From an optimization exercise on the open Yosys and OpenROAD flow, aimed at small area, a short achievable clock period and few clock cycles; shortcuts taken in it are not production practice.
Function was checked by simulation only, so behaviour that the tests miss may differ from the original.

== old ==
==> flow/design.v (excerpt) <==
module matrix3_add_mul_commutator_top (
  input  logic                     clk,
  input  logic                     rst,
  input  logic                     cfg_we,
  input  logic [m3c_pkg::OP_W-1:0] cfg_wdata,
  input  logic                     cmd_valid,
  output logic                     cmd_stall,
  input  m3c_pkg::cmd_word_t       cmd_data,
  output logic                     res_valid,
  input  logic                     res_stall,
  output m3c_pkg::res_word_t       res_data
);
For scale: about 3800 cells after synthesis, roughly 1000 flip-flops, about 85 I/O pins, about 44000 um^2 of cells after synthesis.
export LEC_CHECK = 0
export ABC_CLOCK_PERIOD_IN_PS = 3500
export CAP_MARGIN = 20
export CORE_MARGIN = 2
export CORE_UTILIZATION = 40
export SETUP_SLACK_MARGIN = 5
export SLEW_MARGIN = 20
create_clock -name core_clock -period 9.0 [get_ports {clk}]
standard.sh (not shown) runs the stock make flow with config.mk's settings and CLKGATE_MAP_FILE= SYNTH_SCRIPT=/design/flow/synth_recipe.tcl, a recipe that flattens the netlist after the stock synthesis.
==> flow/flow/run.sh <==
#!/bin/bash
# The standard layout, with timing repair aimed at a shorter period than the constraint's
# (the constraint itself is unchanged) and port buffers of a stronger cell.
set -euo pipefail
bash standard.sh SETUP_SLACK_MARGIN=6 "BUFFER_PORTS_ARGS=-buffer_cell sky130_fd_sc_hd__buf_4" finish > orfs_make.log 2>&1
Testbench counts of old, summed over its fixed seeds: cycles 8,938.
[inputs] new vs old
diff --git a/flow/design.v b/flow/design.v
--- a/flow/design.v
+++ b/flow/design.v
@@ -1174,48 +1174,51 @@
   logic [1:0]  ib_kind, ib_row, ib_col;
   logic [31:0] ib_val;
   logic is_load_ib, is_comp_ib;
   assign is_comp_ib = (ib_kind == 2'd2);
   assign is_load_ib = !ib_kind[1] && (ib_row != 2'd3) && (ib_col != 2'd3);
   logic ib_go, consume, start, seq_free;
   assign consume = ib_go;
   assign start = ib_go && is_comp_ib;
   logic comp_next;
+  logic [17:0] rel;   
   logic [63:0] predv;
   assign comp_next = !start && seq_free;
   always_comb begin
     for (int kd = 0; kd < 4; kd++)
       for (int r = 0; r < 4; r++)
         for (int c = 0; c < 4; c++) begin
           if (kd == 2) predv[kd*16 + r*4 + c] = comp_next;
           else if (kd == 3 || r == 3 || c == 3) predv[kd*16 + r*4 + c] = 1'b1;
-          else predv[kd*16 + r*4 + c] = (ph_next == 2'(c)) && !start &&
-              !(act && (cur <= last_use(1'(kd), 2'(r), 2'(c), op_ew, op_ab, op_ba)));
+          else predv[kd*16 + r*4 + c] = (ph_next == 2'(c)) && !start && rel[kd*9 + r*3 + c];
         end
   end
   logic pred_new, pred_old, w_valid, w_pred;
   assign pred_new = predv[{cmd_data.kind, cmd_data.row, cmd_data.col}];
   assign pred_old = predv[{ib_kind, ib_row, ib_col}];
-  assign w_valid = cmd_stall ? ib_valid : cmd_valid;
-  assign w_pred = cmd_stall ? pred_old : pred_new;
+  logic stall_q;   
+  assign w_valid = stall_q ? ib_valid : cmd_valid;
+  assign w_pred = stall_q ? pred_old : pred_new;
   always_ff @(posedge clk) begin
     if (rst) begin
       ib_valid <= 1'b0;
       ib_go <= 1'b0;
       cmd_stall <= 1'b0;
+      stall_q <= 1'b0;
     end else begin
       ib_valid <= w_valid;
       ib_go <= w_valid && w_pred;
       cmd_stall <= w_valid && !w_pred;
+      stall_q <= w_valid && !w_pred;
     end
   end
   always_ff @(posedge clk) begin
-    if (!cmd_stall) begin
+    if (!stall_q) begin
       ib_kind <= cmd_data.kind;
       ib_row <= cmd_data.row;
       ib_col <= cmd_data.col;
       ib_val <= cmd_data.value;
     end
   end
   logic [31:0] ra [0:8];
   logic [31:0] rb [0:8];
   logic [2:0]  wa, wb;
@@ -1247,19 +1250,20 @@
     logic [2:0] kstart;
   } term_t;
   term_t tc;
   logic adv;
   logic m1first, m1last, m2first, m2last;
   logic [1:0] m1i, m1j, m2i, m2j;
   logic pend;
   logic [1:0] pi, pj;
   logic sk_valid;
-  assign adv = act && (!tc.first || !(sk_valid || (pend && res_valid)));
+  logic rv;   
+  assign adv = act && (!tc.first || !(sk_valid || (pend && rv)));
   assign seq_free = !act || (adv && tc.last && tc.laste);
   logic       n_act, n_half, n_eb;
   logic [2:0] n_ei, n_ej, n_kk;
   logic [3:0] n_cur;
   always_comb begin
     n_act = act; n_ei = ei; n_ej = ej; n_kk = kk; n_half = half; n_eb = eb; n_cur = cur;
     if (adv) begin
       if (tc.last) begin
         n_ej = rotl(ej);
@@ -1283,18 +1287,25 @@
       n_ei = 3'b001;
       n_ej = 3'b001;
       n_cur = 4'd0;
       n_half = 1'b0;
       n_eb = 1'b0;
       n_kk = op_comm ? 3'b010 : 3'b001;
     end
   end
   always_ff @(posedge clk) begin
+    for (int m = 0; m < 2; m++)
+      for (int r = 0; r < 3; r++)
+        for (int c = 0; c < 3; c++)
+          rel[m*9 + r*3 + c] <= !n_act ||
+              (n_cur > last_use(1'(m), 2'(r), 2'(c), op_ew, op_ab, op_ba));
+  end
+  always_ff @(posedge clk) begin
     if (rst) begin
       act <= 1'b0;
       ei <= 3'b001;
       ej <= 3'b001;
       kk <= 3'b001;
       half <= 1'b0;
       eb <= 1'b0;
       cur <= 4'd0;
     end else begin
@@ -1415,34 +1426,36 @@
     .s  (ns),
     .c  (nc)
   );
   always_ff @(posedge clk) begin
     acc_s <= ns;
     acc_c <= nc;
   end
   logic out_ready;
   m3c_pkg::res_word_t rw, sk;
-  assign out_ready = !res_valid || !res_stall;
+  assign out_ready = !rv || !res_stall;
   assign rw = {pi, pj, acc_s + acc_c, (pi == 2'd2) && (pj == 2'd2)};
   always_ff @(posedge clk) begin
     if (rst) begin
       pend <= 1'b0;
       res_valid <= 1'b0;
+      rv <= 1'b0;
       sk_valid <= 1'b0;
     end else begin
       if (m2last) pend <= 1'b1;
       else if (out_ready || !sk_valid) pend <= 1'b0;
       if (out_ready) begin
         res_valid <= sk_valid || pend;
+        rv <= sk_valid || pend;
         sk_valid <= sk_valid && pend;
       end else begin
         sk_valid <= sk_valid || pend;
       end
     end
     if (m2last) begin
       pi <= m2i;
       pj <= m2j;
     end
     if (out_ready) res_data <= sk_valid ? sk : rw;
-    if (pend && (res_stall ? (res_valid && !sk_valid) : sk_valid)) sk <= rw;
+    if (pend && (res_stall ? (rv && !sk_valid) : sk_valid)) sk <= rw;
   end
 endmodule
Notes after the runs:
- In the metrics for old and new, the one carrying the lower final critical-path setup slack is new.
- Sort old and new by filler-free cell count of the finished design, ascending, and old comes first.
- new vs old — gate count after technology mapping rose about 1.8%.
- Fmax down 0.42% in new wrt old
- Of new and old, it is new that has the higher relative area change from synthesis to final layout.
Testbench counts of new, summed over its fixed seeds: cycles 8,938.

==> re-timing with driven ports <==
Ports are ideal in the flow. The routed layouts listed here were re-timed in OpenROAD.
Step 1 assumes that a clkbuf_16 drives the clock port and a buf_2 every other input.
Step 2 times the ports against the registers' clock, not the clock port: input delays grow and output delays shrink by t, the midpoint of the rising clock arrivals with the driver on.
Slacks: no drivers / after step 1 / after step 2; pairs: no drivers / after step 1.
run	shift t [ns]	setup slack, ns	pins driven straight from the clock port
old	0.746	5.952 / 5.883 / 5.387	1
new	0.766	5.939 / 5.871 / 5.369	1
After both steps every run listed still meets setup and hold. For new, which loses most, drivers alone change the setup slack by -0.068 ns; drivers and shift together by -0.570 ns.
